Source: an optimization exercise on an open RTL-to-GDS flow (aim: small area). Production flows keep margins and buffers that such runs may drop. The RTL was checked by simulation tests, not by an equivalence proof against the original design. Power figures rest on the tool's default switching activity, not on a simulated workload.

onyx:
==> flow/design.v (excerpt) <==
module eee_imgproc (
	input  logic                clk,
	input  logic                reset_n,
	input  logic [23:0]         sink_data,
	input  logic                sink_valid,
	output logic                sink_ready,
	input  logic                sink_sop,
	input  logic                sink_eop,
	output logic [23:0]         source_data,
	output logic                source_valid,
	input  logic                source_ready,
	output logic                source_sop,
	output logic                source_eop,
	input  logic                mode,              
	input  logic                s_chipselect,
	input  logic                s_read,
	input  logic                s_write,
	input  host_pkg::reg_addr_t s_address,
	output logic [31:0]         s_readdata,
	input  logic [31:0]         s_writedata
);
Settings: LEC_CHECK=0, CAP_MARGIN=5, CORE_MARGIN=2, CORE_UTILIZATION=40, SLEW_MARGIN=5; clock period 5.0 ns.
standard.sh (not shown) runs the stock make flow with config.mk's settings and CLKGATE_MAP_FILE= SYNTH_SCRIPT=/design/flow/synth_recipe.tcl, a recipe that flattens the netlist after the stock synthesis.
==> flow/flow/run.sh <==
#!/bin/bash
# Standard ORFS layout, with small port buffers and a clock tree without dummy loads.
set -euo pipefail
bash standard.sh synth > synth.log 2>&1
export BUFFER_PORTS_ARGS="-buffer_cell sky130_fd_sc_hd__buf_1"
export CTS_ARGS="-sink_clustering_enable -repair_clock_nets -dont_use_dummy_load -buf_list sky130_fd_sc_hd__clkbuf_4 -sink_clustering_size 10 -sink_clustering_max_diameter 45 -sink_buffer_max_cap_derate 0.05"
bash standard.sh finish > layout.log 2>&1
The following lists how amber was set up differently from onyx:
- CORE_UTILIZATION: 40 -> 65
==> flow/flow/run.sh <==
#!/bin/bash
# Standard ORFS layout, with small port buffers and a clock tree without dummy loads.
set -euo pipefail
bash standard.sh synth > synth.log 2>&1
export BUFFER_PORTS_ARGS="-buffer_cell sky130_fd_sc_hd__buf_1"
export CTS_ARGS="-sink_clustering_enable -repair_clock_nets -dont_use_dummy_load -buf_list sky130_fd_sc_hd__clkbuf_8 -sink_clustering_size 16 -sink_clustering_max_diameter 60 -sink_buffer_max_cap_derate 0.03"
bash standard.sh finish > layout.log 2>&1
## What came out
- In the flow results for amber and onyx, the starting density of the core is larger on amber.
- Looking at part of the power in combinational logic, amber sits below onyx.
- Post-route cell area delta for amber relative to onyx: 0.95% lower
- Side by side, part of the total power dissipated in the clock network turned out higher in amber than in onyx.
- The lower critical path depth came out of amber.
- In terms of via count, amber and onyx differ only marginally.
- amber: final-layout worst hold slack 13 ps above onyx
- Taking onyx as the reference point, the worst reg-to-reg setup slack of amber falls by 110 ps.
- amber was carried through to the last stage, and its layout satisfied the timing, design-rule and antenna checks.
- onyx | stages: all done | timing, DRC, antenna: all pass
- amber against onyx: power after layout now larger; final layout net count now smaller.
What cedar does differently from amber at the input level:
- swapping 5 for 20 in CAP_MARGIN
- swapping 65 for 40 in CORE_UTILIZATION
- putting GPL_TIMING_DRIVEN at 0 where nothing was set
- swapping 5 for 20 in SLEW_MARGIN
==> flow/flow/run.sh <==
#!/bin/bash
# Standard ORFS layout, with small port buffers and a clock tree without dummy loads.
set -euo pipefail
bash standard.sh synth > synth.log 2>&1
export BUFFER_PORTS_ARGS="-buffer_cell sky130_fd_sc_hd__buf_1"
export CTS_ARGS="-sink_clustering_enable -repair_clock_nets -dont_use_dummy_load -buf_list sky130_fd_sc_hd__clkbuf_8 -sink_clustering_size 12 -sink_clustering_max_diameter 50 -sink_buffer_max_cap_derate 0.02"
bash standard.sh finish > layout.log 2>&1
Findings:
Re insertion delay of the later-clocked pin in the worst-skew pair: cedar is 40 ps up on amber.
Measured against each other, cedar and amber differ in shortest clock period the worst path allows after layout, the lower figure coming from cedar.
Measured against cedar, the first-iteration DRC count of amber comes out at 1.3 times the reference value.
Route | cedar vs amber | wire longer in cedar
Delta (cedar minus amber): chip width increased 27%; met2 wire length moved up.
What sierra does differently from cedar at the input level:
- GPL_TIMING_DRIVEN no longer set, was 0
- SLEW_MARGIN now 5, was 20
- CAP_MARGIN now 5, was 20
==> flow/flow/run.sh <==
#!/bin/bash
# Standard ORFS layout, with small port buffers and a clock tree without dummy loads.
set -euo pipefail
bash standard.sh synth > synth.log 2>&1
export BUFFER_PORTS_ARGS="-buffer_cell sky130_fd_sc_hd__buf_1"
export CTS_ARGS="-sink_clustering_enable -repair_clock_nets -dont_use_dummy_load -buf_list sky130_fd_sc_hd__clkbuf_8 -sink_clustering_size 16 -sink_clustering_max_diameter 60 -sink_buffer_max_cap_derate 0.03"
bash standard.sh finish > layout.log 2>&1
==> results.txt <==
Worst setup slack on sierra is down relative to cedar. Compared with cedar, sierra shows a period utilization that is 6.2 points higher. sierra ends up with lower number of antenna violations at the first check in global routing than cedar does.

## north
The RTL this note starts from:
==> flow/design.v <==
package video_pkg;
	typedef struct packed {
		logic [7:0] red;
		logic [7:0] green;
		logic [7:0] blue;
	} pixel_t;
	typedef struct packed {
		pixel_t pixel;
		logic   sop;
		logic   eop;
	} video_beat_t;
	typedef logic [10:0] coord_t;
	typedef struct packed {
		logic   found;
		coord_t left;
		coord_t right;
		coord_t top;
		coord_t bottom;
	} box_t;
endpackage
package host_pkg;
	typedef logic [2:0] reg_addr_t;
	typedef logic [31:0] msg_word_t;
	typedef logic [4:0] fill_t;
endpackage
`timescale 1ns/10ps
module eee_imgproc (
	input  logic                clk,
	input  logic                reset_n,
	input  logic [23:0]         sink_data,
	input  logic                sink_valid,
	output logic                sink_ready,
	input  logic                sink_sop,
	input  logic                sink_eop,
	output logic [23:0]         source_data,
	output logic                source_valid,
	input  logic                source_ready,
	output logic                source_sop,
	output logic                source_eop,
	input  logic                mode,              
	input  logic                s_chipselect,
	input  logic                s_read,
	input  logic                s_write,
	input  host_pkg::reg_addr_t s_address,
	output logic [31:0]         s_readdata,
	input  logic [31:0]         s_writedata
);
	logic        hv;           
	logic [23:0] hd;
	logic        hsop;
	logic        heop;
	logic        held_ready;
	logic        advance;
	assign held_ready = ~source_valid | source_ready;
	assign sink_ready = ~hv | held_ready;
	assign advance    = hv & held_ready;
	always_ff @(posedge clk) begin
		if (!reset_n) begin
			hv <= 1'b0;
		end else if (sink_ready) begin
			hv <= sink_valid;
		end
	end
	always_ff @(posedge clk) begin
		if (sink_valid & sink_ready) begin
			hd   <= sink_data;
			hsop <= sink_sop;
			heop <= sink_eop;
		end
	end
	logic       video;
	logic [9:0] x;
	logic [8:0] y;
	logic [9:0] xmin, xmax;    
	logic [8:0] ymin, ymax;    
	logic       hit;
	logic       bright;
	logic       pix;
	logic       pixel_hit;
	logic       frame_done;
	logic       x_lt, x_gt;
	logic       init;
	logic       box_pend;      
	logic       found;
	logic [9:0] bl, br;
	logic [8:0] bt, bb;
	assign bright     = hd[23] & hd[15] & hd[7];
	assign init       = advance & hsop;
	assign pix        = advance & ~hsop & video;
	assign pixel_hit  = pix & bright;
	assign frame_done = pix & heop;
	assign hit        = ~&ymin;
	assign x_lt       = x < xmin;
	assign x_gt       = x > xmax;
	always_ff @(posedge clk) begin
		if (!reset_n) begin
			video <= 1'b0;
		end else if (init) begin
			video <= (hd[3:0] == 4'h0);
		end
	end
	always_ff @(posedge clk) begin
		if (advance) begin
			if (hsop) begin
				x <= '0;
				y <= '0;
			end else if (x == 10'd639) begin
				x <= '0;
				if (y != 9'd479) begin
					y <= y + 1'b1;
				end
			end else begin
				x <= x + 1'b1;
			end
		end
	end
	always_ff @(posedge clk) begin
		if (init | (pixel_hit & x_lt)) xmin <= x | {10{init}};
		if (init | (pixel_hit & x_gt)) xmax <= x & ~{10{init}};
		if (init | (pixel_hit & ~hit)) ymin <= y | {9{init}};
		if (init | pixel_hit)          ymax <= y & ~{9{init}};
	end
	always_ff @(posedge clk) begin
		if (!reset_n) begin
			box_pend <= 1'b0;
			found    <= 1'b0;
		end else begin
			box_pend <= frame_done;
			if (box_pend) begin
				found <= hit;
			end
		end
	end
	always_ff @(posedge clk) begin
		if (box_pend) begin
			bl <= xmin;
			br <= xmax;
			bt <= ymin;
			bb <= ymax;
		end
	end
	logic        on_edge;
	logic [7:0]  grey;
	logic [23:0] ovl;
	logic [23:0] bb_col;
	assign grey    = hd[15:9] + hd[23:18] + hd[7:2];
	assign on_edge = found & ((x == bl) | (x == br) | (y == bt) | (y == bb));
	always_comb begin
		ovl = hd;
		if (mode & video & ~hsop) begin
			if (on_edge) begin
				ovl = bb_col;
			end else if (bright) begin
				ovl = 24'hffffff;
			end else begin
				ovl = {grey, grey, grey};
			end
		end
	end
	always_ff @(posedge clk) begin
		if (!reset_n) begin
			source_valid <= 1'b0;
		end else if (held_ready) begin
			source_valid <= hv;
		end
	end
	always_ff @(posedge clk) begin
		if (advance) begin
			source_data <= ovl;
			source_sop  <= hsop;
			source_eop  <= heop;
		end
	end
	logic       wr_sel, rd_sel;
	logic       flush;
	logic       pop;
	logic       read_d;
	logic [7:0] status_byte;
	assign wr_sel = s_chipselect & s_write;
	assign rd_sel = s_chipselect & s_read;
	assign flush  = wr_sel & (s_address == 3'd0) & s_writedata[4];
	assign pop    = rd_sel & ~read_d & (s_address == 3'd1);
	always_ff @(posedge clk) begin
		if (!reset_n) begin
			status_byte <= 8'h00;
			bb_col      <= 24'h00ff00;
		end else if (wr_sel) begin
			if (s_address == 3'd0) begin
				status_byte <= {s_writedata[7:5], 1'b0, s_writedata[3:0]};
			end
			if (s_address == 3'd3) begin
				bb_col <= s_writedata[23:0];
			end
		end
	end
	logic [2:0]  frame_cnt;
	logic [1:0]  wr_step;     
	logic        start;
	logic        wr_en;
	logic        rd_en;
	logic [4:0]  fill;
	logic [3:0]  wp;          
	logic [10:0] rsel;        
	logic [1:0]  rph;         
	logic        pop_pend;    
	logic [18:0] ring [11];
	logic [18:0] wr_word;
	logic [18:0] rd_word;
	assign start = frame_done & ~flush & (frame_cnt == 3'd0) & (wr_step == 2'd0) &
		(fill <= 5'd13);
	assign wr_en = (wr_step != 2'd0) & ~flush;
	assign rd_en = pop & (fill != 5'd0) & ~flush;
	assign wr_word = wr_step[0] ? ({br, bb} & {19{~box_pend}}) : {bl, bt};
	always_ff @(posedge clk) begin
		if (!reset_n) begin
			frame_cnt <= '0;
			wr_step   <= 2'd0;
		end else begin
			if (flush) begin
				wr_step <= 2'd0;
			end else if (start) begin
				wr_step <= 2'd1;
			end else if (wr_step != 2'd0) begin
				wr_step <= wr_step + 1'b1;
			end
			if (start) begin
				frame_cnt <= 3'(6 - 1);
			end else if (frame_done && frame_cnt != '0) begin
				frame_cnt <= frame_cnt - 1'b1;
			end
		end
	end
	always_ff @(posedge clk) begin
		if (!reset_n || flush) begin
			fill <= '0;
			wp   <= '0;
			rsel <= 11'd1;
			rph  <= '0;
		end else begin
			if (wr_en && !rd_en) begin
				fill <= fill + 1'b1;
			end else if (rd_en && !wr_en) begin
				fill <= fill - 1'b1;
			end
			if (wr_en && wr_step != 2'd1) begin
				wp <= (wp == 4'd10) ? 4'd0 : wp + 1'b1;
			end
			if (pop_pend) begin
				rph <= (rph == 2'd2) ? 2'd0 : rph + 1'b1;
				if (rph != 2'd0) begin
					rsel <= {rsel[9:0], rsel[10]};
				end
			end
		end
	end
	always_ff @(posedge clk) begin
		if (wr_en && wr_step != 2'd1) begin
			ring[wp] <= wr_word;
		end
	end
	logic       st_q, msg_q, id_q, col_q;    
	logic [4:0] fill_q;
	logic [31:0] msg_word;
	always_ff @(posedge clk) begin
		read_d   <= rd_sel;
		pop_pend <= rd_en;
		st_q     <= (s_address == 3'd0);
		msg_q    <= (s_address == 3'd1);
		id_q     <= (s_address == 3'd2);
		col_q    <= (s_address == 3'd3);
		fill_q   <= fill;
	end
	logic        msg_box;
	logic        msg_tag;
	logic        is_l;
	assign msg_box = msg_q & (rph != 2'd0);
	assign msg_tag = msg_q & (rph == 2'd0);
	assign is_l    = rph[0];
	always_comb begin
		rd_word = '0;
		for (int i = 0; i < 11; i++) begin
			rd_word = rd_word | (ring[i] & {19{rsel[i] & msg_box}});
		end
	end
	assign msg_word = {5'd0, is_l & (&rd_word[18:9]), rd_word[18:9],
		5'd0, {2{is_l & (&rd_word[8:0])}}, rd_word[8:0]} | (32'h00004242 & {32{msg_tag}});
	assign s_readdata = ({16'h0000, 3'b000, fill_q, status_byte} & {32{st_q}}) |
		msg_word | (32'h1234EEE2 & {32{id_q}}) |
		({8'h00, bb_col} & {32{col_q}});
endmodule
export LEC_CHECK = 0
export CAP_MARGIN = 5
export CORE_MARGIN = 2
export CORE_UTILIZATION = 40
export SLEW_MARGIN = 5
create_clock -name core_clock -period 5.0 [get_ports {clk}]
==> flow/flow/run.sh <==
#!/bin/bash
# Standard ORFS layout, with small port buffers and a clock tree without dummy loads.
set -euo pipefail
bash standard.sh synth > synth.log 2>&1
export BUFFER_PORTS_ARGS="-buffer_cell sky130_fd_sc_hd__buf_1"
export GPL_KEEP_OVERFLOW=0
export CTS_ARGS="-sink_clustering_enable -repair_clock_nets -dont_use_dummy_load -buf_list sky130_fd_sc_hd__clkbuf_4 -sink_clustering_size 9 -sink_clustering_max_diameter 45 -sink_buffer_max_cap_derate 0.05"
bash standard.sh finish > layout.log 2>&1
north completed every stage of the flow, and the final layout passed the timing, design-rule and antenna checks.
[inputs] south vs north
-- flow/flow/run.sh --
<<< north, line 6
export GPL_KEEP_OVERFLOW=0
export CTS_ARGS="-sink_clustering_enable -repair_clock_nets -dont_use_dummy_load -buf_list sky130_fd_sc_hd__clkbuf_4 -sink_clustering_size 9 -sink_clustering_max_diameter 45 -sink_buffer_max_cap_derate 0.05"
>>> south, line 6
export CTS_ARGS="-sink_clustering_enable -repair_clock_nets -dont_use_dummy_load -buf_list sky130_fd_sc_hd__clkbuf_4 -sink_clustering_size 12 -sink_clustering_max_diameter 40 -sink_buffer_max_cap_derate 0.05"
-- flow/config.mk --
<<< north, line 10
export CORE_UTILIZATION = 40
>>> south, line 10
export CORE_UTILIZATION = 65
==> comparison <==
- Half-perimeter wire length after placement was lower in the run labelled south.
- Final critical delay including setup and external delays on south is up relative to north.
- Lower part of the power in the clock network was reported by south, not north.
- Across south and north, none had a timing, DRC or antenna violation.
- Compared with north, total power in south decreased slightly.
- Compare south and north | global-route usage lower: north
- Going from north to south, the sequential share of cell area was found to have gone up by 1.2 points.
- Any difference in combinational cell fraction of total power between north and south is small enough to ignore.
Setup changes, south to east
-- flow/flow/run.sh --
<<< south, line 6
export CTS_ARGS="-sink_clustering_enable -repair_clock_nets -dont_use_dummy_load -buf_list sky130_fd_sc_hd__clkbuf_4 -sink_clustering_size 12 -sink_clustering_max_diameter 40 -sink_buffer_max_cap_derate 0.05"
>>> east, line 6
export CTS_ARGS="-sink_clustering_enable -repair_clock_nets -dont_use_dummy_load -buf_list sky130_fd_sc_hd__clkbuf_4 -sink_clustering_size 9 -sink_clustering_max_diameter 45 -sink_buffer_max_cap_derate 0.05"
-- flow/config.mk --
<<< south, line 10
export CORE_UTILIZATION = 65
>>> east, line 10
export CORE_UTILIZATION = 40
Findings:
- Side by side, internal power component turned out higher in east than in south.
- Sequential share of layout area: south and east compared, lower one is east
- Largest stage delay on the critical path was lower in the run labelled east.
- In the reports for south and east, the smaller fraction of the cycle the final worst path needs belongs to east.
- [compare] base=south new=east: routing usage on met3 now sits lower, post-synthesis to final-layout area growth grew by 1.7 points, total half-perimeter wirelength after legalization and detailed placement rose about 7%, non-clock buffer count lost 3.2%.
- east: clock period minus worst slack 110 ps below south
- First-iteration DRC count on east is down relative to south.
- For east, the cell with the largest stage delay on the worst path was sky130_fd_sc_hd__dfxtp_1, unlike south, where it was sky130_fd_sc_hd__o211a_1.
> inputs changed (east -> west)
-- flow/flow/run.sh --
<<< east, line 6
export CTS_ARGS="-sink_clustering_enable -repair_clock_nets -dont_use_dummy_load -buf_list sky130_fd_sc_hd__clkbuf_4 -sink_clustering_size 9 -sink_clustering_max_diameter 45 -sink_buffer_max_cap_derate 0.05"
>>> west, line 6
export CTS_ARGS="-sink_clustering_enable -repair_clock_nets -dont_use_dummy_load -buf_list sky130_fd_sc_hd__clkbuf_8 -sink_clustering_size 16 -sink_clustering_max_diameter 60 -sink_buffer_max_cap_derate 0.03"
-- flow/config.mk --
<<< east, line 8
export CAP_MARGIN = 5
>>> west, line 8
export CAP_MARGIN = 0
<<< east, line 11
export SLEW_MARGIN = 5
>>> west, line 11
export SLEW_MARGIN = 0
==> results.txt <==
On detailed placement HPWL, east and west are basically level. Number of routed nets with antenna violations: west vs east identical. west vs. east: final instance area grew by 75 um^2, worst hold slack shrank by 14 ps, critical path depth shrank by 1, relative contribution of the clock network to total power grew by 1.3 points, total length of routed wires shrank by 340 um. Diff east -> west | overall power after layout | up slightly.

[port drivers added, routing unchanged]
The results above use ideal ports. As a check the final layouts listed here were re-extracted and re-timed, cells and wires unchanged. Step 1, drivers: a clkbuf_16 drives clk and a buf_2 each remaining input, both assumed. Step 2 times the ports against the registers' clock, not the clock port: input delays grow and output delays shrink by t, the midpoint of the rising clock arrivals with the driver on. Slacks: no drivers / after step 1 / after step 2; pairs: no drivers / after step 1.
| run | t, ns | setup slack, ns | cell pins on the clock port's net |
|---|---|---|---|
| onyx | 0.777 | 0.320 / 0.270 / 1.047 | 1 |
| amber | 0.589 | 0.295 / 0.247 / 0.837 | 1 |
| cedar | 0.626 | 0.464 / 0.415 / 1.041 | 1 |
| sierra | 0.603 | 0.152 / 0.102 / 0.705 | 1 |
| north | 0.774 | 0.321 / 0.271 / 0.924 | 1 |
| south | 0.722 | 0.190 / 0.143 / 0.864 | 1 |
| east | 0.787 | 0.296 / 0.245 / 1.033 | 1 |
| west | 0.603 | 0.152 / 0.102 / 0.705 | 1 |
After both steps setup and hold are still met in every run listed.
